What follows belongs to an exercise in optimizing a design on an open flow for small area and a short achievable clock period; a production flow would make more cautious choices. Function was checked by simulation only, so behaviour that the tests miss may differ from the original. Power is estimated from default activity; no workload was simulated.

### flow/design.v
module apb_regbank_aoi3 (
  input  logic a0, s0, a1, s1, a2, s2,
  output logic y
);
  assign y = !((a0 && s0) || (a1 && s1) || (a2 && s2));
endmodule
module apb_slave_regbank #(
  parameter int                          NUM_SLAVES  = 3,
  parameter int                          ADDR_WIDTH  = 32,
  parameter int                          DATA_WIDTH  = 32,
  parameter int                          DEPTH       = 16,
  parameter int                          WAIT_CYCLES = 0,
  parameter logic [DATA_WIDTH-1:0]       RESET_VALUE = '0
) (
  input  logic                    pclk,
  input  logic                    presetn,
  input  logic [NUM_SLAVES-1:0]   psel,
  input  logic                    penable,
  input  logic                    pwrite,
  input  logic [ADDR_WIDTH-1:0]   paddr,
  input  logic [DATA_WIDTH-1:0]   pwdata,
  input  logic [DATA_WIDTH/8-1:0] pstrb,
  output logic [DATA_WIDTH-1:0]   prdata,
  output logic                    pready,
  output logic                    pslverr
);
  localparam int NB  = DATA_WIDTH / 8;
  localparam int LSB = $clog2(NB);
  localparam int IW  = $clog2(DEPTH);
  localparam int NW  = NUM_SLAVES * DEPTH;
  logic [DATA_WIDTH-1:0] mem [NW];
  logic [NW-1:0]         valid;                
  logic                  wacc;                 
  logic [NUM_SLAVES-1:0] wbank_q;              
  logic [IW-1:0]         wword_q;
  logic [NB-1:0]         wstrb_q;              
  logic [NW-1:0]         wsel;                 
  logic                  acc;                  
  logic                  err_q;
  logic [DATA_WIDTH-1:0] rd_q;
  logic [IW-1:0]         word;
  logic                  setup, onehot, err;
  logic [NW-1:0]         dec;
  logic [DATA_WIDTH-1:0] rd, wd;
  assign word   = paddr[LSB +: IW];
  assign setup  = (psel != '0) && !penable;
  assign onehot = (psel != '0) && ((psel & (psel - 1'b1)) == '0);
  assign err    = !onehot || (paddr[LSB-1:0] != '0) || ((paddr >> (LSB + IW)) != '0);
  always_comb
    for (int s = 0; s < NUM_SLAVES; s++)
      for (int w = 0; w < DEPTH; w++)
        dec[s*DEPTH+w] = psel[s] && (word == IW'(w));
  logic [NW-1:0]         rsel;
  logic [DATA_WIDTH-1:0] rdn [DEPTH];
  assign rsel = dec & valid;
  for (genvar w = 0; w < DEPTH; w++) begin : g_word
    for (genvar b = 0; b < DATA_WIDTH; b++) begin : g_bit
      apb_regbank_aoi3 u_aoi (
        .a0(mem[w][b]), .s0(rsel[w]),
        .a1(mem[DEPTH + w][b]), .s1(rsel[DEPTH + w]),
        .a2(mem[2*DEPTH + w][b]), .s2(rsel[2*DEPTH + w]),
        .y(rdn[w][b]));
    end
  end
  always_comb begin
    rd = '0;
    for (int w = 0; w < DEPTH; w++) rd |= ~rdn[w];
    if (pwrite || err) rd = '0;
  end
  always_ff @(posedge pclk) begin
    rd_q    <= rd;
    err_q   <= err;
    wbank_q <= psel;
    wword_q <= word;
    wstrb_q <= pstrb;
  end
  always_ff @(posedge pclk or negedge presetn)
    if (!presetn) begin
      acc  <= 1'b0;
      wacc <= 1'b0;
    end else begin
      acc  <= setup;
      wacc <= setup && pwrite && !err;
    end
  assign pready  = acc;
  assign pslverr = err_q;
  assign prdata  = rd_q;
  always_comb
    for (int s = 0; s < NUM_SLAVES; s++)
      for (int w = 0; w < DEPTH; w++)
        wsel[s*DEPTH+w] = wacc && wbank_q[s] && (wword_q == IW'(w));
  always_comb
    for (int b = 0; b < NB; b++) wd[8*b +: 8] = wstrb_q[b] ? pwdata[8*b +: 8] : 8'd0;
  always_ff @(posedge pclk or negedge presetn)
    if (!presetn) valid <= '0;
    else          valid <= valid | wsel;
  always_ff @(posedge pclk)
    for (int i = 0; i < NW; i++)
      for (int b = 0; b < NB; b++)
        if (wsel[i] && (wstrb_q[b] || !valid[i])) mem[i][8*b +: 8] <= wd[8*b +: 8];
endmodule
### flow/run.sh
#!/bin/bash
# synth_recipe.tcl (not shown) runs the flow's synth.tcl, then flattens the netlist and writes it again
# the make line also repeats each setting of config.mk as NAME=value (left out here)
make -C /OpenROAD-flow-scripts/flow DESIGN_CONFIG=/design/flow/config.mk WORK_HOME=/design/flow/orfs CLKGATE_MAP_FILE= SYNTH_SCRIPT=/design/flow/synth_recipe.tcl finish
### flow/constraint.sdc
create_clock -name core_clock -period 6.0 [get_ports {pclk}]
set_input_delay 1.2000 -clock core_clock [delete_from_list [all_inputs] [get_ports {pclk}]]
set_output_delay 1.2000 -clock core_clock [all_outputs]
set_load 0.01 [all_outputs]
### flow/config.mk
export PLATFORM = sky130hd
export DESIGN_NAME = apb_slave_regbank
export DESIGN_NICKNAME = apb_slave_regbank
export VERILOG_FILES = /design/flow/design.v
export SDC_FILE = /design/flow/constraint.sdc
export NUM_CORES = 4
export LEC_CHECK = 0
export CAP_MARGIN = 20
export CORE_MARGIN = 2
export CORE_UTILIZATION = 30
export CTS_BUF_LIST = sky130_fd_sc_hd__clkbuf_8
export CTS_CLUSTER_DIAMETER = 60
export CTS_CLUSTER_SIZE = 16
export SETUP_SLACK_MARGIN = 3.4
export SLEW_MARGIN = 20
export SYNTH_HIERARCHICAL = 1
==> results of run 1 <==
[flip-flops by register name (all words and copies together), names as in the netlist]
register and flops:
valid 48, err_q 1, wword_q 4, wacc 1, rd_q 32, wbank_q 3, wstrb_q 4, acc 1
mem 1536
[stage by stage]
stage | util | hold WS [ns]
floorplan | - | 0.514
global placement | 0.328 | 0.551
detailed placement | 0.329 | 0.557
CTS | 0.346 | 0.444
global route | 0.350 | 0.480
finish | 0.350 | 0.468
[worst register-to-register path, stage by stage, from the launching register on]
cell and delay (ns):
dfxtp_1 0.86, and4_1 0.40, nand2_1 0.21, a21oi_1 0.85
[layout by cell type (no fill, tap or decap), drive strengths merged, types with 4 or more instances in the layout]
cell type      instances
nand2b                48
and4bb                 6
dfrtp                 50
nand2                 55
nor4                  72
edfxtp              1536
a21oi                192
and4b                  6
nand4                130
buf                  192
clkdlybuf4s50         66
nor2                   8
and3                  73
dfxtp                 44
nor2b                  8
clkbuf               120
clkinv                 7
a222oi               512
bufinv                 4
nor4b                  4
inv                   78
and2                  42
and4                  10
[worst paths after layout]
check | startpoint | to | cells after the start
setup / recovery | wword_q[0] | mem[31][3] | 3
setup reg to reg | wword_q[0] | mem[31][3] | 3
min in group core_clock | paddr[3] | wword_q[1] | 1
hold reg to reg | valid[14] | valid[14] | 1
hold / removal | presetn | valid[15] | 2
max in group asynchronous | presetn | valid[20] | 2
[what timing repair did]
| item | CTS | global route |
|---|---|---|
| setup endpoints to repair | 356 | 491 |
| gates cloned | 27 | 15 |
| pin swaps | 70 | 76 |
| setup buffers | 41 | 38 |
| resized for setup | 377 | 92 |
[modules after synthesis (local to each module, per instance)]
module	times used	area, um^2	flip-flops and latches	cells inside
apb_regbank_aoi3	512	10.0	0	1
apb_slave_regbank	1	52400	1630	2305
[power breakdown]
group | leakage (nW) | internal [mW] | switching [mW]
combinational | 4.25 | 0.0873 | 0.293
clock | 1.32 | 2.00 | 3.48
sequential | 17.1 | 12.4 | 0.0129
[metal layers]
metal / part of all wire / routed length (um)
met4: 0.051 / 8920
met5: 0.00066 / 116
met2: 0.51 / 89700
met1: 0.36 / 62200
met3: 0.080 / 14000
[cell type report]
class | count | area (um^2) | area share
inverters | 4 | 15.0 | 0.000226
diodes | 3 | 7.51 | 0.000113
well taps | 2511 | 3140 | 0.0472
flip-flops and latches | 1630 | 48400 | 0.726
clock buffers | 117 | 1610 | 0.0242
multi-input cells | 1180 | 10400 | 0.156
clock inverters | 88 | 480 | 0.00722
repair buffers | 261 | 2560 | 0.0385
[cells in the mapped netlist]
cell type	instances	area (um^2)
nand2_1	55	206
a21oi_1	192	961
and3b_1	1	8.76
nand4_1	129	807
nand4b_1	1	8.76
nor3b_1	2	15.0
edfxtp_1	1536	46100
nor2_1	6	22.5
o21ai_1	1	5.00
buf_6	3	33.8
buf_2	10	50.1
nand3b_1	1	7.51
dfrtp_1	50	1250
a222oi_1	512	5120
buf_4	3	22.5
or3_1	2	12.5
inv_1	4	15.0
nor3_1	3	15.0
and2_1	42	263
clkbuf_1	24	90.1
nor2b_1	8	50.1
and4bb_2	3	37.5
nor4_2	36	450
and3_1	41	257
buf_1	3	11.3
nor4_1	36	225
nand2b_1	48	300
and4bb_1	3	37.5
nand4_2	1	12.5
nand3_1	3	15.0
dfxtp_1	44	881
and4b_1	5	50.1
and4_1	5	43.8
nor4b_2	4	60.1
[kinds of logic (layout without fill, tap and decap cells)]
kind of cell,Yosys count,in the layout
DFF,1630,1630
buffers and inverters,47,470
AOI/OAI and AO/OA,705,705
other,0,3
and+or+nand+nor,435,475
==> results.toml, run 1 <==
[run_status]
outcome = "timing/DRC/antenna clean"

[global_route]
grt_ovf = 0
first_global_vias = 32200
globalRouteMet2Util = 0.295
grt-busiest-layer = "met2"
grt_pass1_wl_um = 237000
use_met1 = 0.198
grt_use_total = 0.166
met3_grt_util = 0.0264
initial_antenna_violation_count = 6
grt_max_degree = 51

[timing]
fin_skew_ns = 0.0455
final_min_period_over_clock_period = 0.446
grt_setup_unrepaired = "yes"
report.final.hold_viol_count = 0
max_slew_margin = 0.285
tightestPinTransition_ns = 1.07
final.setup.tns_ns = 0
final-max-slew-violation-count = 0
worst_case_setup_margin_in_the_final_layout_ns = 3.32
timing.final.setup_violations = 0
min_period_ns = 2.68
highest_achievable_clock_rate_mhz = 373

[setup_path]
worst-path-max-fanout = 16
worstSetupStartpointType = "flip-flop"
r2r_setup_slack_ns = 3.32
worstSetupEndpointType = "flip-flop"
critPathMaxStageDelay_ns = 0.86
timing.critical_path.cells = "and4_1 > nand2_1 > a21oi_1"
critPathTopFamily = "flip-flops"
crit_type = "reg -> reg"
cp.required_ns = 6.50
critical_path.slowest_cell = "dfxtp_1"
cp_data_arrival_time_ns = 3.18
cp_num_buf_inv = 0

[finish]
nNetsFinal = 3267
finish.instance_area_um2 = 66600
share_of_final_layout_standard_cells_stronger_than_drive_strength_1 = 0.209
n_fill_cell = 17600
area_growth_pct = 15.8
final_cell_count_without_fillers = 5794

[placed_design]
dpl_cell_area_um2 = 62500
place.gp.congestion = 0.863
placement.io_buffers = 108
placed_cells_incl_taps = 5464
dp_worst_setup_slack_ns = 1.36
hpwlAfterDp_um = 105000

[power]
max-vdd-ir-drop_uv = 159
total_power_mw = 18.3
power.density_nw_per_um2 = 275
p_leak_nw = 22.6

[clocking]
clkLatencyLatePin_ns = 0.87
cts_buffer_depth = 3
tritoncts_clock_tree = "done"
clock_root_buffer = "clkbuf_8"
tritoncts.num_buffers = 115
clkSinkCount = 1630
htreeDepth = 3
cts-hold-fix-buffers = 0
clkTransAtPathRegs_ns = 0.11

[route]
vias_per_cell = 5.72
postRouteAntennaNets = 0
wire_per_inst_um = 30.2
length_of_the_first_detailed_routing_pass_in_iterations = 10
route.vias.total = 33200
route.final.wire_length_um = 175000
remaining_drc_errors = 0
drtIter0Drc = 5758

[yosys]
synth-seq-cells = 1630
post_synth_mux_area_share = 0
synth.yosys.seq_area_share = 0.840
yosys_warnings = 10
number_of_different_library_cells_in_the_post_synthesis_netlist = 34
synthesis.area_um2 = 57500
yosys.area_share.adder = 0
xor_and_xnor_fraction_of_the_mapped_netlist_area = 0
synth_compound_area_frac = 0.106
avg_inst_size_synth_um2 = 20.4
post_synth_and_or_nand_nor_area_fraction = 0.0505
netlist_instances = 2817
postSynthNetCount = 2892
synth_top_family_by_area = "compound AO/OA/AOI/OAI gates"

[job]
max_cap_viol_count = 0

[die]
fp.dieArea_um2 = 195000
die_width_um = 442
dieHeight_um = 442
placeableCoreArea_um2 = 190000
design.portCount = 109
std_cell_rows = 160
starting_utilization_of_the_core_area = 0.302

[hold_path]
hp-class = "in -> async"
==> run 2: changes to the inputs <==
--- a/flow/design.v
+++ b/flow/design.v
@@ -30,9 +30,8 @@
   localparam int NW  = NUM_SLAVES * DEPTH;
   logic [DATA_WIDTH-1:0] mem [NW];
   logic [NW-1:0]         valid;                
-  logic                  wacc;                 
   logic [NUM_SLAVES-1:0] wbank_q;              
-  logic [IW-1:0]         wword_q;
+  logic [DEPTH-1:0]      wword_q;              
   logic [NB-1:0]         wstrb_q;              
   logic [NW-1:0]         wsel;                 
   logic                  acc;                  
@@ -70,17 +69,16 @@
   always_ff @(posedge pclk) begin
     rd_q    <= rd;
     err_q   <= err;
-    wbank_q <= psel;
-    wword_q <= word;
+    for (int w = 0; w < DEPTH; w++) wword_q[w] <= (word == IW'(w));
     wstrb_q <= pstrb;
   end
   always_ff @(posedge pclk or negedge presetn)
     if (!presetn) begin
-      acc  <= 1'b0;
-      wacc <= 1'b0;
+      acc     <= 1'b0;
+      wbank_q <= '0;
     end else begin
-      acc  <= setup;
-      wacc <= setup && pwrite && !err;
+      acc     <= setup;
+      wbank_q <= (setup && pwrite && !err) ? psel : '0;
     end
   assign pready  = acc;
   assign pslverr = err_q;
@@ -88,7 +86,7 @@
   always_comb
     for (int s = 0; s < NUM_SLAVES; s++)
       for (int w = 0; w < DEPTH; w++)
-        wsel[s*DEPTH+w] = wacc && wbank_q[s] && (wword_q == IW'(w));
+        wsel[s*DEPTH+w] = wbank_q[s] && wword_q[w];
   always_comb
     for (int b = 0; b < NB; b++) wd[8*b +: 8] = wstrb_q[b] ? pwdata[8*b +: 8] : 8'd0;
   always_ff @(posedge pclk or negedge presetn)
==> results.toml, run 2 <==
[run_status]
outcome = "timing/DRC/antenna clean"

[yosys]
avg_inst_size_synth_um2 = 20.5
number_of_different_library_cells_in_the_post_synthesis_netlist = 27
synth_commonest_cells = "edfxtp_1 (1,536), a222oi_1 (512), a21oi_1 (192), nand4_1 (128), nor4_1 (63)"
synth.yosys.seq_area_share = 0.845
post_synth_main_area_contributors = "edfxtp_1 (80%), a222oi_1 (8.9%), dfrtp_1 (2.3%)"
synthesis.area_um2 = 57400
async_flop_share = 0.0317
synthDominantAreaCellType = "edfxtp_1"
ys_dominant_reg_cell = "edfxtp_1"
yosys_warnings = 10
yosysMostFrequentCell = "edfxtp_1"
synth-seq-cells = 1641
synth_enable_flop_cells = 1536
netlist_instances = 2805
yosysTopAreaCellShare = 0.804
postSynthNetCount = 2880

[setup_path]
critPathMaxStageDelay_ns = 0.98
critical_path.slowest_cell = "a21oi_1"
worstSetupEndpointType = "flip-flop"
regToRegEndpoint = "mem[38][30]"
timing.critical_path.cells = "nand2_1 > a21oi_1"
reg2reg_depth = 2
cp_data_arrival_time_ns = 3.41
worst-path-stages = 2
r2r_setup_slack_ns = 3.08
critPathTopFamily = "compound AO/OA/AOI/OAI gates"
worst-path-max-fanout = 16
worst_r2r_startpoint = "wbank_q[2]"
critical_path.endpoint = "mem[38][30]"
cp_num_buf_inv = 0
critical_path.startpoint = "wbank_q[2]"
crit_type = "reg -> reg"
worstSetupStartpointType = "flip-flop"
cp.required_ns = 6.49

[power]
power.density_nw_per_um2 = 276
total_power_mw = 18.7
max-vdd-ir-drop_uv = 155
net_switching_power_mw = 3.95
power.combinational.fraction = 0.020
clockPowerShare = 0.313
cellInternalPower_mw = 14.7
power.share.sequential = 0.668
power_switching_share = 0.211
p_leak_nw = 22.9

[timing]
grt_setup_unrepaired = "yes"
min_period_ns = 2.92
final-max-slew-violation-count = 0
timing.final.setup_violations = 0
final.setup.tns_ns = 0
fin_skew_ns = 0.0777
final_min_period_over_clock_period = 0.487
highest_achievable_clock_rate_mhz = 342
tightestPinTransition_ns = 1.08
report.final.hold_viol_count = 0
max_slew_margin = 0.279

[global_route]
initial_antenna_violation_count = 11
first_global_vias = 34100
grt_use_total = 0.221
grt_max_degree = 53
grt_pass1_wl_um = 292000
grt_ovf = 0

[finish]
multi_input_area_um2 = 10500
layout_common_cells = "edfxtp_1 (1,536), a222oi_1 (512), a21oi_2 (164), clkbuf_8 (130), nand4_1 (128)"
regs_by_ff_count = "mem: 1536 flops, valid: 48 flops, rd_q: 32 flops"
flip_flop_count_of_the_largest_register_all_copies_and_words_added = 1536
max_flop_register = "mem"
register_area_um2 = 48600
final_common_cell = "edfxtp_1"
nNetsFinal = 3297
n_fill_cell = 17400
area_growth_pct = 18.0
share_of_final_layout_standard_cells_stronger_than_drive_strength_1 = 0.231

[die]
starting_utilization_of_the_core_area = 0.302
dieHeight_um = 441
design.portCount = 109
placeableCoreArea_um2 = 190000
die_width_um = 441
std_cell_rows = 160
fp.dieArea_um2 = 195000

[clocking]
clkLatencyLatePin_ns = 0.90
cts_buffer_depth = 3
clock_root_buffer = "clkbuf_8"
htreeDepth = 3
clkSinkCount = 1641
clkTransAtPathRegs_ns = 0.10
tritoncts_clock_tree = "done"
tritoncts.num_buffers = 119
cts-hold-fix-buffers = 0

[placed_design]
hpwlAfterDp_um = 110000
place.gp.congestion = 0.854
placement.io_buffers = 108

[route]
route.vias.total = 36500
route.final.wire_length_um = 223000
vias_per_cell = 6.26
length_of_the_first_detailed_routing_pass_in_iterations = 15
wire_per_inst_um = 38.2
drtIter0Drc = 9376
postRouteAntennaNets = 0
remaining_drc_errors = 0

[hold_path]
hp-class = "in -> async"

[job]
max_cap_viol_count = 0
## run 2: metal layers
layer / global-route usage / part of all wire / vias to the layer above
li1: - / - / 13700
met3: 0.0888 / 0.16 / 726
met4: 0.133 / 0.076 / 8
met5: 0.00464 / 0.00092 / -
met1: 0.267 / 0.33 / 18600
met2: 0.330 / 0.43 / 3468
## run 2: cell families after synthesis
family	count (synthesis)	share of synthesized area
compound gates	705	0.106
buf+inv	46	0.00393
flops	1641	0.845
simple gates	413	0.0447
## run 2: power groups by stage
stage | logic, mW | registers (mW) | clock network [mW]
after global routing | 0.377 | 12.5 | 6.24
after detailed placement | 0.306 | 12.8 | 0
after global placement | 0.293 | 12.8 | 0
after floorplan | 0.125 | 12.8 | 0
after CTS | 0.338 | 12.5 | 5.82
final | 0.367 | 12.5 | 5.85
## run 2: area by class of cell
type / instances / share of cell area
flip-flops and latches: 1641 / 0.718
multi-input cells: 1168 / 0.154
repair buffers: 288 / 0.0470
well taps: 2511 / 0.0464
clock buffers: 130 / 0.0264
clock inverters: 92 / 0.00763
inverters: 4 / 0.000222
diodes: 2 / 0.0000739
## run 2: timing repair
item / in CTS / in global routing
gates cloned: 49 / 1
pin swaps: 45 / 49
setup endpoints to repair: 516 / 872
resized for setup: 420 / 153
buffers inserted: 123 / 31
## run 2: modules after synthesis, one instance, submodules excluded
module / cells / times used
apb_regbank_aoi3: 1 / 512
apb_slave_regbank: 2293 / 1
## run 2: through the flow
| stage | utilization | cell area, um^2 | worst slack (ns) | instances | hold slack (ns) |
|---|---|---|---|---|---|
| floorplan | - | 57600 | 3.35 | 2805 | 0.514 |
| global placement | 0.325 | 61800 | 1.39 | 5406 | 0.665 |
| detailed placement | 0.326 | 61900 | 1.34 | 5407 | 0.687 |
| CTS | 0.351 | 66700 | 3.30 | 5801 | 0.501 |
| global route | 0.356 | 67700 | 3.13 | 5835 | 0.514 |
| finish | 0.356 | 67700 | 3.08 | 5836 | 0.475 |
## run 2: worst min path at each step
stage                endpoint  slack [ns]  cells after the start      from
global placement     valid[6]        0.67                      2  valid[6]
finish              valid[30]        0.47                      2   presetn
detailed placement   valid[6]        0.69                      2  valid[6]
CTS                       acc        0.50                      2   presetn
floorplan            valid[0]        0.51                      1  valid[0]
global route              acc        0.51                      2   presetn
==> run 3: changes to the inputs <==
--- a/flow/design.v
+++ b/flow/design.v
@@ -3,6 +3,24 @@
   output logic y
 );
   assign y = !((a0 && s0) || (a1 && s1) || (a2 && s2));
+endmodule
+module apb_regbank_nand4 (
+  input  logic a, b, c, d,
+  output logic y
+);
+  assign y = !(a && b && c && d);
+endmodule
+module apb_regbank_nor2 (
+  input  logic a, b,
+  output logic y
+);
+  assign y = !(a || b);
+endmodule
+module apb_regbank_aoi21 (
+  input  logic a1, a2, b1,
+  output logic y
+);
+  assign y = !((a1 && a2) || b1);
 endmodule
 module apb_slave_regbank #(
   parameter int                          NUM_SLAVES  = 3,
@@ -30,8 +48,7 @@
   localparam int NW  = NUM_SLAVES * DEPTH;
   logic [DATA_WIDTH-1:0] mem [NW];
   logic [NW-1:0]         valid;                
-  logic [NUM_SLAVES-1:0] wbank_q;              
-  logic [DEPTH-1:0]      wword_q;              
+  logic [NW-1:0]         wsel_n;               
   logic [NB-1:0]         wstrb_q;              
   logic [NW-1:0]         wsel;                 
   logic                  acc;                  
@@ -61,32 +78,35 @@
         .y(rdn[w][b]));
     end
   end
-  always_comb begin
-    rd = '0;
-    for (int w = 0; w < DEPTH; w++) rd |= ~rdn[w];
-    if (pwrite || err) rd = '0;
+  logic rd_ok;
+  assign rd_ok = !(pwrite || err);
+  for (genvar b = 0; b < DATA_WIDTH; b++) begin : g_rd
+    logic [3:0] t;
+    logic [1:0] m;
+    for (genvar k = 0; k < 4; k++) begin : g_t
+      apb_regbank_nand4 u_t (.a(rdn[4*k][b]), .b(rdn[4*k+1][b]), .c(rdn[4*k+2][b]), .d(rdn[4*k+3][b]), .y(t[k]));
+    end
+    apb_regbank_nor2 u_m0 (.a(t[0]), .b(t[1]), .y(m[0]));
+    apb_regbank_nor2 u_m1 (.a(t[2]), .b(t[3]), .y(m[1]));
+    apb_regbank_aoi21 u_y (.a1(m[0]), .a2(m[1]), .b1(!rd_ok), .y(rd[b]));
   end
   always_ff @(posedge pclk) begin
     rd_q    <= rd;
     err_q   <= err;
-    for (int w = 0; w < DEPTH; w++) wword_q[w] <= (word == IW'(w));
     wstrb_q <= pstrb;
   end
   always_ff @(posedge pclk or negedge presetn)
     if (!presetn) begin
-      acc     <= 1'b0;
-      wbank_q <= '0;
+      acc    <= 1'b0;
+      wsel_n <= '1;
     end else begin
-      acc     <= setup;
-      wbank_q <= (setup && pwrite && !err) ? psel : '0;
+      acc    <= setup;
+      wsel_n <= (setup && pwrite && !err) ? ~dec : '1;
     end
   assign pready  = acc;
   assign pslverr = err_q;
   assign prdata  = rd_q;
-  always_comb
-    for (int s = 0; s < NUM_SLAVES; s++)
-      for (int w = 0; w < DEPTH; w++)
-        wsel[s*DEPTH+w] = wbank_q[s] && wword_q[w];
+  assign wsel = ~wsel_n;
   always_comb
     for (int b = 0; b < NB; b++) wd[8*b +: 8] = wstrb_q[b] ? pwdata[8*b +: 8] : 8'd0;
   always_ff @(posedge pclk or negedge presetn)
==> results.toml, run 3 <==
[run_status]
outcome = "timing/DRC/antenna clean"

[timing]
report.final.hold_viol_count = 0
timing.final.setup_violations = 0
final-max-slew-violation-count = 0
highest_achievable_clock_rate_mhz = 370
fin_skew_ns = 0.0437
final.setup.tns_ns = 0
finalHoldWorstSlack_ns = 0.337
max_slew_margin = 0.250
tightestPinTransition_ns = 1.13
min_period_ns = 2.70
final_min_period_over_clock_period = 0.450
grt_setup_unrepaired = "yes"

[setup_path]
regToRegEndpoint = "rd_q[4]"
r2r_setup_slack_ns = 3.51
cp_data_arrival_time_ns = 1.50
cp_num_buf_inv = 1
worst-path-max-fanout = 1
cp.required_ns = 4.80
worstSetupEndpointType = "output port"
critPathMaxStageDelay_ns = 0.46
worstSetupStartpointType = "flip-flop"
reg2reg_depth = 6
critical_path.slowest_cell = "dfxtp_4"
critPathTopFamily = "flip-flops"
crit_type = "reg -> out"
worst_r2r_startpoint = "valid[45]"
timing.critical_path.cells = "buf_6"

[route]
route.vias.total = 33000
wire_per_inst_um = 28.8
route.final.wire_length_um = 170000
drtIter0Drc = 5812
length_of_the_first_detailed_routing_pass_in_iterations = 13
postRouteAntennaNets = 0
remaining_drc_errors = 0
vias_per_cell = 5.58

[yosys]
postSynthNetCount = 2990
avg_inst_size_synth_um2 = 20.2
yosysTopAreaCellShare = 0.783
synthDominantAreaCellType = "edfxtp_1"
synth_enable_flop_cells = 1536
async_flop_share = 0.0581
synth-seq-cells = 1670
ys_dominant_reg_cell = "edfxtp_1"
post_synth_main_area_contributors = "edfxtp_1 (78%), a222oi_1 (8.7%), dfstp_2 (2.1%)"
synth_commonest_cells = "edfxtp_1 (1,536), a222oi_1 (512), a21oi_1 (192), nand4_1 (176), nor2_1 (65)"
synthesis.area_um2 = 58900
synth.yosys.seq_area_share = 0.837
number_of_different_library_cells_in_the_post_synthesis_netlist = 37
yosys_warnings = 10
yosysMostFrequentCell = "edfxtp_1"
netlist_instances = 2915

[die]
die_width_um = 447
dieHeight_um = 447
std_cell_rows = 162
placeableCoreArea_um2 = 195000
design.portCount = 109
starting_utilization_of_the_core_area = 0.302
fp.dieArea_um2 = 200000

[power]
power.density_nw_per_um2 = 285
total_power_mw = 19.1
max-vdd-ir-drop_uv = 137
p_leak_nw = 22.8

[finish]
flip_flop_count_of_the_largest_register_all_copies_and_words_added = 1536
regs_by_ff_count = "mem: 1536 flops, valid: 48 flops, wsel_n: 48 flops"
share_of_final_layout_standard_cells_stronger_than_drive_strength_1 = 0.188
final_common_cell = "edfxtp_1"
final_core_utilization = 0.345
area_growth_pct = 14.1
max_flop_register = "mem"
nNetsFinal = 3270
layout_common_cells = "edfxtp_1 (1,536), a222oi_1 (512), nand4_1 (176), clkbuf_8 (137), a21oi_1 (126)"
final_cell_count_without_fillers = 5906

[clocking]
clkLatencyLatePin_ns = 0.91
clkSinkCount = 1670
tritoncts.num_buffers = 132
htreeDepth = 4
clkTransAtPathRegs_ns = 0.10
tritoncts_clock_tree = "done"
cts_buffer_depth = 3
clock_root_buffer = "clkbuf_8"

[placed_design]
placement.io_buffers = 108
place.gp.congestion = 0.915
placed_cells_incl_taps = 5665
hpwlAfterDp_um = 112000

[global_route]
grt_pass1_wl_um = 238000
first_global_vias = 32100
grt_max_degree = 58
grt_ovf = 0
grt_use_total = 0.166
initial_antenna_violation_count = 2

[job]
max_cap_viol_count = 0

[hold_path]
hp-class = "in -> async"
## run 3: changes by cell type after synthesis, moves of 33 or more
cell	previous run	this run
and4b_1	0	33
nand4_1	128	176
nor4_1	63	7
dfstp_2	0	48
nor2_1	11	65
nand2_1	53	0
## run 3: cell type report
class / instances / area, um^2
inverters: 4 / 17.5
well taps: 2624 / 3280
clock buffers: 137 / 1890
repair buffers: 201 / 2010
fillers: 18300 / 128000
diodes: 2 / 5.00
flip-flops and latches: 1670 / 49500
clock inverters: 82 / 587
multi-input cells: 1186 / 9960
## run 3: modules after synthesis (local to each module, per instance)
module             times used  flip-flops and latches  cells inside  area (um^2)
apb_slave_regbank           1                    1670          2179        52500
apb_regbank_aoi3          512                       0             1         10.0
apb_regbank_aoi21          32                       0             1         8.76
apb_regbank_nand4         128                       0             1         6.26
apb_regbank_nor2           64                       0             1         3.75
## run 3: repair_timing
action,CTS,global route
hold endpoints to repair,0,0
gates cloned,2,1
endpoints found under the setup margin,90,408
buffers inserted,5,5
resized for setup,429,42
pin swaps,34,35
hold buffers,0,0
## run 3: worst max-delay path by stage
stage	cells after the start	slack [ns]	from	endpoint
final	1	3.30	rd_q[31]	prdata[31]
after global routing	1	3.25	rd_q[31]	prdata[31]
after CTS	1	3.21	rd_q[31]	prdata[31]
after detailed placement	8	0.87	paddr[2]	rd_q[14]
after global placement	8	0.92	paddr[2]	rd_q[14]
after floorplan	6	2.40	paddr[6]	rd_q[0]
## run 3: power by group
part	internal, mW	leakage, nW	switching (mW)
Sequential	12.7	17.5	0.00191
Clock	2.40	1.40	3.72
Combinational	0.0779	3.92	0.278
Total	15.2	22.8	4.00
## run 3: layer usage
layer / part of all wire / vias to the layer above / routed length [um] / track usage
met4: 0.042 / 2 / 7180 / 0.0698
met3: 0.080 / 275 / 13600 / 0.0248
met1: 0.39 / 17100 / 66400 / 0.219
met5: 0.000077 / - / 13 / 0
li1: - / 13700 / - / -
met2: 0.49 / 1836 / 82600 / 0.271
## run 3: metrics by stage
step / cell area (um^2) / setup slack [ns]
detailed placement: 63700 / 0.874
floorplan: 58900 / 2.40
global route: 67200 / 3.25
global placement: 63600 / 0.918
finish: 67200 / 3.30
CTS: 66800 / 3.21
## run 3: kinds of logic (layout without fill, tap and decap cells)
group / count (synthesis) / count (layout) / share of synthesized area
AO/OA/AOI/OAI: 738 / 738 / 0.108
XOR/XNOR: 1 / 1 / 0.000149
buffers and inverters: 60 / 424 / 0.00456
flip-flops: 1670 / 1670 / 0.837
other: 0 / 2 / 0
AND/OR/NAND/NOR: 446 / 447 / 0.0496
==> run 4: changes to the inputs <==
--- a/flow/config.mk
+++ b/flow/config.mk
@@ -11,6 +11,6 @@
 export CTS_BUF_LIST = sky130_fd_sc_hd__clkbuf_8
 export CTS_CLUSTER_DIAMETER = 60
 export CTS_CLUSTER_SIZE = 16
-export SETUP_SLACK_MARGIN = 3.4
+export SETUP_SLACK_MARGIN = 3.0
 export SLEW_MARGIN = 20
 export SYNTH_HIERARCHICAL = 1
==> results.toml, run 4 <==
[finish]
share_of_final_layout_standard_cells_stronger_than_drive_strength_1 = 0.167
area_growth_pct = 13.2
final_cell_count_without_fillers = 5907
final_core_utilization = 0.342
layout_common_cells = "edfxtp_1 (1,536), a222oi_1 (512), nand4_1 (176), a21oi_1 (142), clkbuf_8 (137)"
max_flop_register = "mem"
final_common_cell = "edfxtp_1"
regs_by_ff_count = "mem: 1536 flops, valid: 48 flops, wsel_n: 48 flops"
nNetsFinal = 3260
flip_flop_count_of_the_largest_register_all_copies_and_words_added = 1536

[setup_path]
worst-path-max-fanout = 35
critical_path.slowest_cell = "a222oi_1"
cp.required_ns = 6.80
cp_data_arrival_time_ns = 3.90
timing.critical_path.cells = "clkdlybuf4s50_1 > buf_4 > and3_2 > a222oi_1 > nand4_1 > nor2_2 > a21oi_2"
crit_type = "in -> reg"
worstSetupEndpointType = "flip-flop"
critPathTopFamily = "simple AND/OR/NAND/NOR gates"
worst_r2r_startpoint = "wstrb_q[2]"
regToRegEndpoint = "mem[16][19]"
r2r_setup_slack_ns = 3.11
critPathMaxStageDelay_ns = 0.75
cp_num_buf_inv = 2
worstSetupStartpointType = "primary input"
reg2reg_depth = 3

[die]
fp.dieArea_um2 = 200000
placeableCoreArea_um2 = 195000
dieHeight_um = 447
die_width_um = 447
starting_utilization_of_the_core_area = 0.302
std_cell_rows = 162
design.portCount = 109

[yosys]
synth_enable_flop_cells = 1536
post_synth_main_area_contributors = "edfxtp_1 (78%), a222oi_1 (8.7%), dfstp_2 (2.1%)"
avg_inst_size_synth_um2 = 20.2
synth_top_family_by_area = "compound AO/OA/AOI/OAI gates"
synth_compound_area_frac = 0.108
post_synth_mux_area_share = 0
number_of_different_library_cells_in_the_post_synthesis_netlist = 37
synth-seq-cells = 1670
postSynthNetCount = 2990
synth_commonest_cells = "edfxtp_1 (1,536), a222oi_1 (512), a21oi_1 (192), nand4_1 (176), nor2_1 (65)"
yosysTopAreaCellShare = 0.783
yosysMostFrequentCell = "edfxtp_1"
async_flop_share = 0.0581
xor_and_xnor_fraction_of_the_mapped_netlist_area = 0.000149
yosys_warnings = 10
yosys.area_share.adder = 0
ys_dominant_reg_cell = "edfxtp_1"
synth.yosys.seq_area_share = 0.837
synthesis.area_um2 = 58900
post_synth_and_or_nand_nor_area_fraction = 0.0496
synthDominantAreaCellType = "edfxtp_1"
netlist_instances = 2915

[placed_design]
place.gp.congestion = 0.915
placed_cells_incl_taps = 5665
dp_worst_setup_slack_ns = 0.874
placement.io_buffers = 108
hpwlAfterDp_um = 112000

[hold_path]
hp-class = "in -> async"

[route]
remaining_drc_errors = 0
drtIter0Drc = 6016
vias_per_cell = 5.58
wire_per_inst_um = 28.5
length_of_the_first_detailed_routing_pass_in_iterations = 14
postRouteAntennaNets = 0
route.final.wire_length_um = 169000
route.vias.total = 33000

[clocking]
tritoncts.num_buffers = 132
htreeDepth = 4
clock_root_buffer = "clkbuf_8"
clkTransAtPathRegs_ns = 0.10
tritoncts_clock_tree = "done"
clkLatencyLatePin_ns = 0.90
cts_buffer_depth = 3
clkSinkCount = 1670

[timing]
max_slew_margin = 0.243
report.final.hold_viol_count = 0
tightestPinTransition_ns = 1.14
final.setup.tns_ns = 0
fin_skew_ns = 0.0422
final-max-slew-violation-count = 0
timing.final.setup_violations = 0
worst_case_setup_margin_in_the_final_layout_ns = 2.89
highest_achievable_clock_rate_mhz = 322
final_min_period_over_clock_period = 0.518
grt_setup_unrepaired = "yes"
min_period_ns = 3.11

[global_route]
initial_antenna_violation_count = 11
grt_use_total = 0.164
first_global_vias = 32100
grt_max_degree = 58
grt_ovf = 0
grt_pass1_wl_um = 237000

[power]
net_switching_power_mw = 4.00
power.combinational.fraction = 0.018
max-vdd-ir-drop_uv = 139
power_switching_share = 0.209
p_leak_nw = 22.7
cellInternalPower_mw = 15.2
clockPowerShare = 0.320
power.density_nw_per_um2 = 287
power.share.sequential = 0.663

[run_status]
outcome = "timing/DRC/antenna clean"

[job]
max_cap_viol_count = 0
==> run 4: what timing repair did <==
item	in CTS	in global routing
pin swaps	5	12
resized for setup	167	34
endpoints found under the setup margin	66	40
hold buffers	0	0
setup buffers	0	3
==> run 4: worst register-to-register path, stage by stage (launching register included) <==
cell      delay [ns]
dfxtp_1         0.31
buf_4           0.23
clkinv_2        0.79
a21oi_1         1.20
==> run 4: cell families (layout without fill, tap and decap cells) <==
logic type,count (synthesis),after routing
flip-flops,1670,1670
AO/OA/AOI/OAI,738,738
AND/OR/NAND/NOR,446,446
buffers and inverters,60,415
XOR/XNOR,1,1
other,0,13
==> run 4: layout make-up <==
type / instances / area, um^2
Tap cell: 2624 / 3280
Antenna cell: 13 / 32.5
Clock buffer: 137 / 1890
Multi-Input combinational cell: 1185 / 9770
Sequential cell: 1670 / 49400
Timing Repair Buffer: 192 / 1740
Inverter: 4 / 16.3
Fill cell: 18300 / 128000
Clock inverter: 82 / 587
==> run 4: power by group through the flow <==
| stage | clock (mW) | combinational (mW) | sequential (mW) |
|---|---|---|---|
| 2_1_floorplan | 0 | 0.139 | 13.0 |
| 3_3_place_gp | 0 | 0.328 | 13.0 |
| 3_5_place_dp | 0 | 0.338 | 13.0 |
| 4_1_cts | 6.23 | 0.335 | 12.7 |
| 5_1_grt | 6.63 | 0.362 | 12.7 |
| 6_report | 6.12 | 0.338 | 12.7 |
==> run 4: worst max path at each step <==
stage                     startpoint  endpoint  cells past startpoint
after floorplan             paddr[6]   rd_q[0]                      6
after global placement      paddr[2]  rd_q[14]                      8
after detailed placement    paddr[2]  rd_q[14]                      8
after CTS                   paddr[2]  rd_q[14]                      8
after global routing        paddr[4]  rd_q[25]                      8
final                        psel[0]  rd_q[11]                      7
==> run 4: layer usage <==
metal / GRT usage / vias up / share of wire
met5: 0 / - / 0.000065
met4: 0.0702 / 2 / 0.038
met3: 0.0236 / 248 / 0.082
met2: 0.267 / 1837 / 0.49
met1: 0.220 / 17200 / 0.39
li1: - / 13700 / -
==> run 4: Yosys stat by module, one instance, submodules excluded <==
module | cells | times used
apb_regbank_aoi3 | 1 | 512
apb_regbank_aoi21 | 1 | 32
apb_slave_regbank | 2179 | 1
apb_regbank_nor2 | 1 | 64
apb_regbank_nand4 | 1 | 128
==> run 4: through the flow <==
stage / power (mW) / hold slack (ns) / area, um^2
after floorplan: 13.1 / 0.453 / 58900
after global placement: 13.3 / 0.466 / 63600
after detailed placement: 13.3 / 0.470 / 63700
after CTS: 19.2 / 0.300 / 66400
after global routing: 19.7 / 0.379 / 66700
final: 19.1 / 0.342 / 66700
==> run 5: changes to the inputs <==
--- a/flow/config.mk
+++ b/flow/config.mk
@@ -11,6 +11,6 @@
 export CTS_BUF_LIST = sky130_fd_sc_hd__clkbuf_8
 export CTS_CLUSTER_DIAMETER = 60
 export CTS_CLUSTER_SIZE = 16
-export SETUP_SLACK_MARGIN = 3.0
+export SETUP_SLACK_MARGIN = 3.8
 export SLEW_MARGIN = 20
 export SYNTH_HIERARCHICAL = 1
==> results.toml, run 5 <==
[setup_path]
worst-path-max-fanout = 6
worstSetupEndpointType = "flip-flop"
r2r_setup_slack_ns = 3.41
crit_type = "in -> reg"
critical_path.endpoint = "rd_q[21]"
regToRegEndpoint = "rd_q[21]"
worstSetupStartpointType = "primary input"
reg2reg_depth = 6
worst_r2r_startpoint = "valid[43]"
cp_data_arrival_time_ns = 3.48
critical_path.startpoint = "paddr[5]"
cp.required_ns = 6.77

[finish]
layout_common_cells = "edfxtp_1 (1,536), a222oi_1 (512), nand4_1 (176), a21oi_2 (173), clkbuf_8 (142)"
share_of_final_layout_standard_cells_stronger_than_drive_strength_1 = 0.238
max_flop_register = "mem"
final_cell_count_without_fillers = 6043
regs_by_ff_count = "mem: 1536 flops, valid: 48 flops, wsel_n: 48 flops"
register_area_um2 = 49400
nNetsFinal = 3391
area_growth_pct = 17.4
multi_input_area_um2 = 10200
n_fill_cell = 18100
flip_flop_count_of_the_largest_register_all_copies_and_words_added = 1536
final_common_cell = "edfxtp_1"

[yosys]
synth_top_family_by_area = "compound AO/OA/AOI/OAI gates"
yosysMostFrequentCell = "edfxtp_1"
post_synth_mux_area_share = 0
number_of_different_library_cells_in_the_post_synthesis_netlist = 37
post_synth_and_or_nand_nor_area_fraction = 0.0496
synth.yosys.seq_area_share = 0.837
yosys_warnings = 10
synth-seq-cells = 1670
ys_dominant_reg_cell = "edfxtp_1"
xor_and_xnor_fraction_of_the_mapped_netlist_area = 0.000149
synth_commonest_cells = "edfxtp_1 (1,536), a222oi_1 (512), a21oi_1 (192), nand4_1 (176), nor2_1 (65)"
yosysTopAreaCellShare = 0.783
synthDominantAreaCellType = "edfxtp_1"
post_synth_main_area_contributors = "edfxtp_1 (78%), a222oi_1 (8.7%), dfstp_2 (2.1%)"
avg_inst_size_synth_um2 = 20.2
synthesis.area_um2 = 58900
netlist_instances = 2915
postSynthNetCount = 2990
async_flop_share = 0.0581
yosys.area_share.adder = 0
synth_enable_flop_cells = 1536
synth_compound_area_frac = 0.108

[route]
postRouteAntennaNets = 0
route.final.wire_length_um = 180000
routed.top_layer = "met4"
remaining_drc_errors = 0
wire_per_inst_um = 29.8
met3_length_um = 19300
routed-wl-met2_um = 81900
vias_per_cell = 5.69
wirelength_met1_um = 71800
length_of_the_first_detailed_routing_pass_in_iterations = 13
route.vias.total = 34400
drtIter0Drc = 6551

[timing]
max_slew_margin = 0.212
highest_achievable_clock_rate_mhz = 368
tightestPinTransition_ns = 1.18
final-max-slew-violation-count = 0
min_period_ns = 2.71
final_min_period_over_clock_period = 0.452
final.setup.tns_ns = 0
fin_skew_ns = 0.0612
timing.final.setup_violations = 0
grt_setup_unrepaired = "yes"
report.final.hold_viol_count = 0

[global_route]
first_global_vias = 32900
initial_antenna_violation_count = 2
grt_max_degree = 58
grt_pass1_wl_um = 251000
grt_ovf = 0
grt_use_total = 0.176

[power]
power.density_nw_per_um2 = 280
cellInternalPower_mw = 15.3
clockPowerShare = 0.325
power.share.sequential = 0.654
net_switching_power_mw = 4.07
total_power_mw = 19.4
p_leak_nw = 23.7
power_switching_share = 0.210
max-vdd-ir-drop_uv = 222
power.combinational.fraction = 0.021

[clocking]
cts_buffer_depth = 3
cts-hold-fix-buffers = 0
clock_root_buffer = "clkbuf_8"
clkLatencyLatePin_ns = 0.93
tritoncts.num_buffers = 132
htreeDepth = 4
tritoncts_clock_tree = "done"
clkTransAtPathRegs_ns = 0.08
clkSinkCount = 1670

[placed_design]
hpwlAfterDp_um = 115000
place.gp.congestion = 0.839
placement.io_buffers = 108
placed_cells_incl_taps = 5713

[hold_path]
hp-class = "in -> async"

[die]
fp.dieArea_um2 = 200000
design.portCount = 109
dieHeight_um = 447
std_cell_rows = 162
die_width_um = 447
placeableCoreArea_um2 = 195000
starting_utilization_of_the_core_area = 0.302

[run_status]
outcome = "timing/DRC/antenna clean"

[job]
max_cap_viol_count = 0
## run 5: metal layers
metal / vias up / global-route usage
met5: - / 0
met3: 301 / 0.0303
met4: 0 / 0.0689
met2: 2245 / 0.271
met1: 17900 / 0.247
li1: 14000 / -
## run 5: area by class of cell
class / count / area share
diodes: 3 / 0.000109
clock buffers: 142 / 0.0283
flip-flops and latches: 1670 / 0.715
inverters: 4 / 0.000217
multi-input cells: 1190 / 0.148
clock inverters: 92 / 0.00946
repair buffers: 318 / 0.0518
well taps: 2624 / 0.0475
## run 5: kinds of logic after synthesis
family / count (synthesis)
buffers and inverters: 60
flip-flops: 1670
XOR/XNOR: 1
AO/OA/AOI/OAI: 738
AND/OR/NAND/NOR: 446
## run 5: modules after synthesis (local to each module, per instance)
module / cells / flip-flops and latches / cell area (um^2)
apb_regbank_nor2: 1 / 0 / 3.75
apb_regbank_nand4: 1 / 0 / 6.26
apb_regbank_aoi3: 1 / 0 / 10.0
apb_slave_regbank: 2179 / 1670 / 52500
apb_regbank_aoi21: 1 / 0 / 8.76
## run 5: metrics by stage
stage | util | cell area (um^2) | hold slack [ns] | worst slack (ns)
detailed placement | 0.329 | 64100 | 0.472 | 0.943
floorplan | - | 59000 | 0.453 | 2.40
global route | 0.355 | 69200 | 0.385 | 3.27
CTS | 0.353 | 68800 | 0.320 | 3.23
finish | 0.355 | 69200 | 0.361 | 3.29
global placement | 0.328 | 64000 | 0.461 | 0.916
## run 5: power by group through the flow
stage	clock network, mW	logic [mW]	registers, mW
2_1_floorplan	0	0.142	12.9
3_3_place_gp	0	0.342	13.0
3_5_place_dp	0	0.355	13.0
4_1_cts	6.43	0.399	12.7
5_1_grt	6.83	0.427	12.7
6_report	6.31	0.407	12.7
## run 5: critical path: stages
cell and delay [ns]:
buf_16 0.12, buf_6 0.11, and4b_4 0.21, and3_4 0.20, buf_12 0.14, a222oi_1 0.42, nand4_1 0.67, nor2_1 0.33
a21oi_2 0.08
## run 5: how the worst min path moves through the flow
stage / endpoint / cells after the start / start
floorplan: valid[0] / 1 / wsel_n[0]
global placement: valid[4] / 1 / wsel_n[4]
detailed placement: valid[18] / 1 / wsel_n[18]
CTS: acc / 1 / presetn
global route: acc / 1 / presetn
finish: acc / 1 / presetn
## run 5: what timing repair did
action / 4_1_cts / 5_1_grt
endpoints found under the setup margin: 476 / 579
setup buffers: 72 / 4
gates resized for setup: 540 / 87
cloned: 16 / 1
pin swaps: 142 / 77
==> run 6: changes to the inputs <==
--- a/flow/config.mk
+++ b/flow/config.mk
@@ -11,6 +11,6 @@
 export CTS_BUF_LIST = sky130_fd_sc_hd__clkbuf_8
 export CTS_CLUSTER_DIAMETER = 60
 export CTS_CLUSTER_SIZE = 16
-export SETUP_SLACK_MARGIN = 3.8
+export SETUP_SLACK_MARGIN = 4.3
 export SLEW_MARGIN = 20
 export SYNTH_HIERARCHICAL = 1
==> results.toml, run 6 <==
[power]
net_switching_power_mw = 4.09
p_leak_nw = 24.9
power_switching_share = 0.213
total_power_mw = 19.2
max-vdd-ir-drop_uv = 160
power.combinational.fraction = 0.025
cellInternalPower_mw = 15.1
power.share.sequential = 0.661
clockPowerShare = 0.314
power.density_nw_per_um2 = 263

[yosys]
synthDominantAreaCellType = "edfxtp_1"
synth.yosys.seq_area_share = 0.837
yosysMostFrequentCell = "edfxtp_1"
number_of_different_library_cells_in_the_post_synthesis_netlist = 37
synthesis.area_um2 = 58900
synth-seq-cells = 1670
post_synth_main_area_contributors = "edfxtp_1 (78%), a222oi_1 (8.7%), dfstp_2 (2.1%)"
synth_commonest_cells = "edfxtp_1 (1,536), a222oi_1 (512), a21oi_1 (192), nand4_1 (176), nor2_1 (65)"
yosysTopAreaCellShare = 0.783
avg_inst_size_synth_um2 = 20.2
ys_dominant_reg_cell = "edfxtp_1"
async_flop_share = 0.0581
postSynthNetCount = 2990
yosys_warnings = 10
synth_enable_flop_cells = 1536
netlist_instances = 2915

[clocking]
clock_root_buffer = "clkbuf_8"
clkSinkCount = 1670
cts-hold-fix-buffers = 0
tritoncts_clock_tree = "done"
htreeDepth = 4
clkTransAtPathRegs_ns = 0.10
clkLatencyLatePin_ns = 0.90
cts_buffer_depth = 3
tritoncts.num_buffers = 130

[finish]
register_area_um2 = 49500
share_of_final_layout_standard_cells_stronger_than_drive_strength_1 = 0.281
n_fill_cell = 17600
nNetsFinal = 3498
area_growth_pct = 23.7
flip_flop_count_of_the_largest_register_all_copies_and_words_added = 1536
multi_input_area_um2 = 12000
max_flop_register = "mem"
final_core_utilization = 0.374
regs_by_ff_count = "mem: 1536 flops, valid: 48 flops, wsel_n: 48 flops"
final_common_cell = "edfxtp_1"
layout_common_cells = "edfxtp_1 (1,536), a222oi_1 (512), nand4_1 (176), a21oi_4 (174), clkbuf_8 (139)"

[route]
length_of_the_first_detailed_routing_pass_in_iterations = 14
postRouteAntennaNets = 0
vias_per_cell = 5.72
wire_per_inst_um = 29.6
drtIter0Drc = 7442
remaining_drc_errors = 0
route.final.wire_length_um = 182000
route.vias.total = 35200

[global_route]
initial_antenna_violation_count = 5
grt_use_total = 0.173
grt_ovf = 0
grt_max_degree = 59
grt_pass1_wl_um = 250000
first_global_vias = 33700

[setup_path]
worstSetupEndpointType = "output port"
r2r_setup_slack_ns = 3.61
cp_data_arrival_time_ns = 1.48
timing.critical_path.cells = "buf_6"
critPathMaxStageDelay_ns = 0.45
regToRegEndpoint = "rd_q[23]"
cp.required_ns = 4.80
worst_r2r_startpoint = "valid[9]"
cp_num_buf_inv = 1
worstSetupStartpointType = "flip-flop"
critical_path.slowest_cell = "dfxtp_4"
crit_type = "reg -> out"
reg2reg_depth = 6
worst-path-stages = 1
critPathTopFamily = "flip-flops"
worst-path-max-fanout = 1

[placed_design]
hpwlAfterDp_um = 109000
placement.io_buffers = 108
place.gp.congestion = 0.851

[die]
fp.dieArea_um2 = 200000
starting_utilization_of_the_core_area = 0.302
design.portCount = 109
die_width_um = 447
std_cell_rows = 162
placeableCoreArea_um2 = 195000
dieHeight_um = 447

[timing]
final.setup.tns_ns = 0
tightestPinTransition_ns = 0.872
min_period_ns = 2.68
max_slew_margin = 0.419
final-max-slew-violation-count = 0
timing.final.setup_violations = 0
highest_achievable_clock_rate_mhz = 374
grt_setup_unrepaired = "yes"
final_min_period_over_clock_period = 0.446
fin_skew_ns = 0.0542
report.final.hold_viol_count = 0
finalHoldWorstSlack_ns = 0.399

[run_status]
outcome = "timing/DRC/antenna clean"

[job]
max_cap_viol_count = 0

[hold_path]
hp-class = "in -> async"
-- run 6: final cells by class --
class / instances / area share
repair buffers: 417 / 0.0781
inverters: 4 / 0.000206
clock inverters: 92 / 0.00691
diodes: 9 / 0.000309
well taps: 2624 / 0.0450
clock buffers: 139 / 0.0262
multi-input cells: 1200 / 0.165
flip-flops and latches: 1670 / 0.678
-- run 6: modules after synthesis (local to each module, per instance) --
module / copies in the design / cells
apb_regbank_aoi21: 32 / 1
apb_regbank_aoi3: 512 / 1
apb_regbank_nand4: 128 / 1
apb_regbank_nor2: 64 / 1
apb_slave_regbank: 1 / 2179
-- run 6: through the flow --
stage	std cells	instance area, um^2	worst slack, ns
floorplan	2915	59400	2.40
global placement	5674	64100	1.07
detailed placement	5675	64200	1.06
CTS	6094	72000	3.24
global route	6154	72900	3.29
finish	6155	72900	3.32
-- run 6: worst max path at each step --
stage	from	to
floorplan	paddr[6]	rd_q[0]
global placement	paddr[2]	rd_q[0]
detailed placement	paddr[2]	rd_q[0]
CTS	rd_q[1]	prdata[1]
global route	rd_q[1]	prdata[1]
finish	rd_q[1]	prdata[1]
-- run 6: timing repair --
item | CTS | global route
pin swaps | 205 | 140
cloned | 25 | 19
buffers inserted | 163 | 33
endpoints found under the setup margin | 1651 | 430
resized for setup | 863 | 93
-- run 6: power groups by stage --
| stage | logic, mW | registers, mW | clock network [mW] |
|---|---|---|---|
| 6_report | 0.471 | 12.7 | 6.02 |
| 5_1_grt | 0.489 | 12.7 | 6.53 |
| 4_1_cts | 0.431 | 12.7 | 6.10 |
| 3_5_place_dp | 0.362 | 13.0 | 0 |
| 3_3_place_gp | 0.350 | 13.0 | 0 |
| 2_1_floorplan | 0.157 | 12.9 | 0 |
-- run 6: kinds of logic (layout without fill, tap and decap cells) --
group	after synthesis	after routing	share of synthesized area
compound gates	738	738	0.108
other cells	0	9	0
xor+xnor	1	1	0.000149
flops	1670	1670	0.837
buf+inv	60	652	0.00456
simple gates	446	461	0.0496
-- run 6: metal layers --
metal	vias to the layer above	track usage	share of wire
met5	-	0	0
met4	0	0.0575	0.031
met1	18200	0.248	0.40
met3	312	0.0314	0.11
met2	2401	0.264	0.46
li1	14300	-	-
==> run 7: changes to the inputs <==
--- a/flow/config.mk
+++ b/flow/config.mk
@@ -7,10 +7,10 @@
 export LEC_CHECK = 0
 export CAP_MARGIN = 20
 export CORE_MARGIN = 2
-export CORE_UTILIZATION = 30
+export CORE_UTILIZATION = 35
 export CTS_BUF_LIST = sky130_fd_sc_hd__clkbuf_8
 export CTS_CLUSTER_DIAMETER = 60
 export CTS_CLUSTER_SIZE = 16
-export SETUP_SLACK_MARGIN = 4.3
+export SETUP_SLACK_MARGIN = 3.4
 export SLEW_MARGIN = 20
 export SYNTH_HIERARCHICAL = 1
==> results.toml, run 7 <==
[run_status]
outcome = "timing/DRC/antenna clean"

[route]
remaining_drc_errors = 0
vias_per_cell = 6.00
wire_per_inst_um = 29.8
route.vias.total = 33200
route.final.wire_length_um = 165000
length_of_the_first_detailed_routing_pass_in_iterations = 14
drtIter0Drc = 6473
postRouteAntennaNets = 0

[yosys]
synth_commonest_cells = "edfxtp_1 (1,536), a222oi_1 (512), a21oi_1 (192), nand4_1 (176), nor2_1 (65)"
synth.yosys.seq_area_share = 0.837
yosys_warnings = 10
avg_inst_size_synth_um2 = 20.2
number_of_different_library_cells_in_the_post_synthesis_netlist = 37
postSynthNetCount = 2990
synth_enable_flop_cells = 1536
ys_dominant_reg_cell = "edfxtp_1"
post_synth_main_area_contributors = "edfxtp_1 (78%), a222oi_1 (8.7%), dfstp_2 (2.1%)"
netlist_instances = 2915
synthesis.area_um2 = 58900
synthDominantAreaCellType = "edfxtp_1"
async_flop_share = 0.0581
synth-seq-cells = 1670
yosysMostFrequentCell = "edfxtp_1"
yosysTopAreaCellShare = 0.783

[setup_path]
worst-path-max-fanout = 48
worst_r2r_startpoint = "wstrb_q[3]"
r2r_setup_slack_ns = 3.33
critical_path.endpoint = "mem[16][24]"
regToRegEndpoint = "mem[16][24]"
cp.required_ns = 6.45
worstSetupStartpointType = "flip-flop"
crit_type = "reg -> reg"
worstSetupEndpointType = "flip-flop"
reg2reg_depth = 2
critical_path.startpoint = "wstrb_q[3]"
cp_data_arrival_time_ns = 3.12

[global_route]
met3_grt_util = 0.0297
use_met1 = 0.268
grt_use_total = 0.184
globalRouteMet2Util = 0.283
grt_pass1_wl_um = 232000
initial_antenna_violation_count = 1
grt-busiest-layer = "met2"
first_global_vias = 31800
grt_max_degree = 56
grt_ovf = 0

[clocking]
clkLatencyLatePin_ns = 0.85
clock_root_buffer = "clkbuf_8"
htreeDepth = 3
tritoncts_clock_tree = "done"
clkTransAtPathRegs_ns = 0.10
clkSinkCount = 1670
tritoncts.num_buffers = 120
cts_buffer_depth = 3

[die]
dieHeight_um = 414
die_width_um = 414
starting_utilization_of_the_core_area = 0.352
std_cell_rows = 150
design.portCount = 109
placeableCoreArea_um2 = 167000
fp.dieArea_um2 = 172000

[power]
max-vdd-ir-drop_uv = 171
power.density_nw_per_um2 = 280
p_leak_nw = 23.1

[placed_design]
dpl_cell_area_um2 = 63400
place.gp.congestion = 0.977
hpwlAfterDp_um = 109000
placement.io_buffers = 108

[finish]
nNetsFinal = 3312
layout_common_cells = "edfxtp_1 (1,536), a222oi_1 (512), nand4_1 (176), a21oi_1 (146), clkbuf_8 (125)"
final_common_cell = "edfxtp_1"
flip_flop_count_of_the_largest_register_all_copies_and_words_added = 1536
share_of_final_layout_standard_cells_stronger_than_drive_strength_1 = 0.187
finish.instance_area_um2 = 66900
area_growth_pct = 13.5
regs_by_ff_count = "mem: 1536 flops, valid: 48 flops, wsel_n: 48 flops"
max_flop_register = "mem"

[timing]
max_slew_margin = 0.213
finalHoldWorstSlack_ns = 0.402
final.setup.tns_ns = 0
tightestPinTransition_ns = 1.18
final-max-slew-violation-count = 0
timing.final.setup_violations = 0
fin_skew_ns = 0.0591
report.final.hold_viol_count = 0
final_min_period_over_clock_period = 0.446
highest_achievable_clock_rate_mhz = 374
min_period_ns = 2.67
grt_setup_unrepaired = "yes"

[hold_path]
hp-class = "in -> async"

[job]
max_cap_viol_count = 0
==> run 7: cell counts after synthesis <==
Identical to the previous run, type by type.
==> run 7: repair_timing <==
action / 4_1_cts / 5_1_grt
setup buffers: 7 / 30
pin swaps: 28 / 63
gates resized for setup: 391 / 60
cloned: 0 / 6
setup endpoints to repair: 195 / 193
hold buffers: 0 / 0
hold endpoints to repair: 0 / 0
==> run 7: power by group <==
part	total, mW	internal, mW	switching [mW]
clock network	5.67	2.09	3.58
registers	12.7	12.7	0.00394
logic	0.364	0.0827	0.281
total	18.7	14.8	3.87
==> run 7: logic make-up after synthesis <==
family                    Yosys count  share of synthesized area
AOI/OAI and AO/OA                 738                      0.108
xor gates and xnor gates            1                   0.000149
buffers and inverters              60                    0.00456
DFF                              1670                      0.837
and+or+nand+nor                   446                     0.0496
==> run 7: worst max-delay path: stages (launching register included) <==
cell and delay (ns):
dfxtp_1 0.66, inv_2 0.52, a21oi_1 1.06
==> run 7: metal layers <==
metal,up-vias,share of wire
met2,1947,0.45
li1,13800,-
met4,0,0.032
met1,17300,0.41
met3,197,0.10
met5,-,0
==> run 7: worst min path at each step <==
stage	end	slack (ns)	cells past startpoint
after detailed placement	valid[10]	0.47	1
after CTS	valid[33]	0.37	1
final	valid[17]	0.40	1
after global routing	valid[17]	0.44	1
after floorplan	valid[0]	0.45	1
after global placement	valid[10]	0.46	1
==> run 7: Yosys stat by module, one instance, submodules excluded <==
module	flops+latches	area [um^2]
apb_regbank_aoi3	0	10.0
apb_regbank_nor2	0	3.75
apb_slave_regbank	1670	52500
apb_regbank_aoi21	0	8.76
apb_regbank_nand4	0	6.26
==> run 7: final cells by class <==
type / instances / area (um^2)
fill: 14800 / 100000
sequential: 1670 / 49500
multi-input combinational: 1186 / 9870
tap: 2204 / 2760
timing repair buffer: 255 / 2600
clock buffer: 125 / 1720
clock inverter: 87 / 479
inverter: 4 / 15.0
antenna: 1 / 2.50
==> run 7: stage by stage <==
stage          utilization  setup WS (ns)  power [mW]  cells
2_1_floorplan            -           2.40        13.1   2915
3_3_place_gp         0.378           1.14        13.3   5263
3_5_place_dp         0.379           1.12        13.3   5266
4_1_cts              0.395           3.33        18.8   5485
5_1_grt              0.400           3.18        19.2   5532
6_report             0.400           3.33        18.7   5532
==> run 8: changes to the inputs <==
--- a/flow/config.mk
+++ b/flow/config.mk
@@ -7,8 +7,8 @@
 export LEC_CHECK = 0
 export CAP_MARGIN = 20
 export CORE_MARGIN = 2
-export CORE_UTILIZATION = 35
-export CTS_BUF_LIST = sky130_fd_sc_hd__clkbuf_8
+export CORE_UTILIZATION = 30
+export CTS_BUF_LIST = sky130_fd_sc_hd__clkbuf_8 sky130_fd_sc_hd__clkbuf_16
 export CTS_CLUSTER_DIAMETER = 60
 export CTS_CLUSTER_SIZE = 16
 export SETUP_SLACK_MARGIN = 3.4
==> results.toml, run 8 <==
[finish]
max_flop_register = "mem"
finish.instance_area_um2 = 69100
antenna_cells_inserted = 0
nNetsFinal = 3300
share_of_final_layout_standard_cells_stronger_than_drive_strength_1 = 0.197
area_growth_pct = 17.2
final_cell_count_without_fillers = 5934
final_common_cell = "edfxtp_1"
regs_by_ff_count = "mem: 1536 flops, valid: 48 flops, wsel_n: 48 flops"
layout_common_cells = "edfxtp_1 (1,536), a222oi_1 (512), nand4_1 (176), clkbuf_16 (136), a21oi_1 (127)"
flip_flop_count_of_the_largest_register_all_copies_and_words_added = 1536

[yosys]
postSynthNetCount = 2990
synthDominantAreaCellType = "edfxtp_1"
synth-seq-cells = 1670
netlist_instances = 2915
synthesis.area_um2 = 58900
synth.yosys.seq_area_share = 0.837
async_flop_share = 0.0581
synth_enable_flop_cells = 1536
post_synth_main_area_contributors = "edfxtp_1 (78%), a222oi_1 (8.7%), dfstp_2 (2.1%)"
yosysMostFrequentCell = "edfxtp_1"
ys_dominant_reg_cell = "edfxtp_1"
yosysTopAreaCellShare = 0.783
avg_inst_size_synth_um2 = 20.2
synth_commonest_cells = "edfxtp_1 (1,536), a222oi_1 (512), a21oi_1 (192), nand4_1 (176), nor2_1 (65)"
yosys_warnings = 10
number_of_different_library_cells_in_the_post_synthesis_netlist = 37

[clocking]
clkTransAtPathRegs_ns = 0.07
clkSinkCount = 1670
cts_buffer_depth = 3
htreeDepth = 4
tritoncts.num_buffers = 132
tritoncts_clock_tree = "done"
cts-hold-fix-buffers = 0
clkLatencyLatePin_ns = 0.79
clock_root_buffer = "clkbuf_16"

[timing]
report.final.hold_viol_count = 0
final.setup.tns_ns = 0
worst_case_setup_margin_in_the_final_layout_ns = 3.34
final-max-slew-violation-count = 0
max_slew_margin = 0.207
grt_setup_unrepaired = "yes"
tightestPinTransition_ns = 1.19
highest_achievable_clock_rate_mhz = 375
fin_skew_ns = 0.0320
min_period_ns = 2.66
final_min_period_over_clock_period = 0.444
timing.final.setup_violations = 0

[power]
p_leak_nw = 23.7
max-vdd-ir-drop_uv = 280
power.density_nw_per_um2 = 311
total_power_mw = 21.5

[placed_design]
hpwlAfterDp_um = 112000
placed_cells_incl_taps = 5665
dpl_cell_area_um2 = 63700
dp_worst_setup_slack_ns = 0.874
placement.io_buffers = 108
place.gp.congestion = 0.915

[setup_path]
critical_path.slowest_cell = "a222oi_1"
cp_data_arrival_time_ns = 3.32
critical_path.startpoint = "psel[0]"
cp.required_ns = 6.66
worstSetupStartpointType = "primary input"
crit_type = "in -> reg"
worstSetupEndpointType = "flip-flop"
critPathMaxStageDelay_ns = 0.62
worst-path-max-fanout = 20
timing.critical_path.cells = "buf_2 > buf_12 > and3_4 > buf_4 > a222oi_1 > nand4_1 > nor2_4 > a21oi_2"
worst_r2r_startpoint = "valid[8]"
r2r_setup_slack_ns = 3.49
reg2reg_depth = 5
regToRegEndpoint = "rd_q[11]"

[die]
design.portCount = 109
die_width_um = 447
std_cell_rows = 162
fp.dieArea_um2 = 200000
placeableCoreArea_um2 = 195000
starting_utilization_of_the_core_area = 0.302
dieHeight_um = 447

[route]
drtIter0Drc = 6417
vias_per_cell = 5.65
postRouteAntennaNets = 0
wire_per_inst_um = 29.0
length_of_the_first_detailed_routing_pass_in_iterations = 15
route.vias.total = 33500
route.final.wire_length_um = 172000
remaining_drc_errors = 0

[global_route]
grt_ovf = 0
use_met1 = 0.219
grt_max_degree = 58
initial_antenna_violation_count = 5
met3_grt_util = 0.0283
first_global_vias = 32400
grt_pass1_wl_um = 240000
grt-busiest-layer = "met2"
globalRouteMet2Util = 0.273
grt_use_total = 0.167

[job]
max_cap_viol_count = 0

[hold_path]
hp-class = "in -> async"

[run_status]
outcome = "timing/DRC/antenna clean"
[run 8: cells by family (layout without fill, tap and decap cells)]
logic type	count (synthesis)	in the layout	share of synthesized area
flops	1670	1670	0.837
compound gates	738	738	0.108
simple gates	446	449	0.0496
buf+inv	60	452	0.00456
xor+xnor	1	1	0.000149
[run 8: modules after synthesis (local to each module, per instance)]
module             flip-flops and latches  times used  cell area, um^2
apb_regbank_nor2                        0          64             3.75
apb_regbank_nand4                       0         128             6.26
apb_regbank_aoi21                       0          32             8.76
apb_slave_regbank                    1670           1            52500
apb_regbank_aoi3                        0         512             10.0
[run 8: worst max-delay path: cells and delay by family]
| kind | cells | cell delay, ns |
|---|---|---|
| compound gates | 2 | 0.70 |
| simple gates | 3 | 0.81 |
| buf+inv | 3 | 0.57 |
[run 8: repair_timing]
item                       4_1_cts  5_1_grt
gates resized for setup        423       48
cloned                           3        2
pin swaps                       54       32
setup endpoints to repair       91      378
buffers inserted                20       18
[run 8: final cells by class]
cell class,instances,area (um^2)
Clock inverter,82,631
Inverter,4,17.5
Fill cell,18100,126000
Clock buffer,137,3420
Multi-Input combinational cell,1188,10100
Timing Repair Buffer,229,2200
Sequential cell,1670,49500
Tap cell,2624,3280
[run 8: layer usage]
| metal | wire length [um] | up-vias | share of wire |
|---|---|---|---|
| li1 | - | 13800 | - |
| met4 | 7210 | 4 | 0.042 |
| met1 | 66000 | 17400 | 0.38 |
| met3 | 14700 | 298 | 0.086 |
| met2 | 84200 | 1944 | 0.49 |
| met5 | 24 | - | 0.00014 |
[run 8: worst max path at each step]
stage | end | slack [ns] | depth (start not counted)
5_1_grt | rd_q[22] | 3.36 | 8
2_1_floorplan | rd_q[0] | 2.40 | 6
3_3_place_gp | rd_q[14] | 0.92 | 8
6_report | rd_q[19] | 3.34 | 8
3_5_place_dp | rd_q[14] | 0.87 | 8
4_1_cts | rd_q[14] | 3.32 | 8
[run 8: report_power, final]
group	switching, mW	internal, mW	total (mW)
Combinational	0.285	0.0821	0.367
Clock	4.06	4.38	8.43
Sequential	0.00193	12.7	12.7
Total	4.34	17.1	21.5
[run 8: stage by stage]
| stage | utilization | hold WS [ns] |
|---|---|---|
| after floorplan | - | 0.453 |
| after global placement | 0.326 | 0.466 |
| after detailed placement | 0.327 | 0.470 |
| after CTS | 0.351 | 0.458 |
| after global routing | 0.354 | 0.501 |
| final | 0.354 | 0.466 |

==> what the ideal ports hide <==
Ports are ideal in the flow. The routed layouts listed here were re-timed in OpenROAD.
Step 1, drivers: a clkbuf_16 drives pclk and a buf_2 each remaining input, both assumed.
Step 2 moves the port delays by t, midway between the first and last clock arrival at a register: inputs arrive t later, outputs are due t later. That takes back most of the time a late clock gives input paths.
Slacks: ideal ports / drivers / drivers and shift; pairs: ideal ports / drivers.
| run | shift t [ns] | setup slack, ns | worst setup path at the end | worst register clock-pin slew, ns |
|---|---|---|---|---|
| run 1 | 0.935 | 3.322 / 3.256 / 2.320 | input to register | 0.11 / 0.11 |
| run 2 | 0.930 | 3.077 / 3.077 / 2.314 | input to register | 0.11 / 0.11 |
| run 3 | 0.955 | 3.298 / 3.229 / 2.458 | input to register | 0.11 / 0.11 |
| run 4 | 0.955 | 2.892 / 2.936 / 1.982 | input to register | 0.11 / 0.11 |
| run 5 | 0.979 | 3.286 / 3.127 / 2.147 | input to register | 0.11 / 0.11 |
| run 6 | 0.955 | 3.324 / 3.249 / 2.496 | input to register | 0.11 / 0.11 |
| run 7 | 0.901 | 3.327 / 3.327 / 2.462 | input to register | 0.11 / 0.11 |
| run 8 | 0.841 | 3.337 / 3.333 / 2.492 | input to register | 0.08 / 0.08 |
After both steps setup and hold are still met in every run listed. For run 5, which loses most, drivers alone change the setup slack by -0.159 ns; drivers and shift together by -1.139 ns.
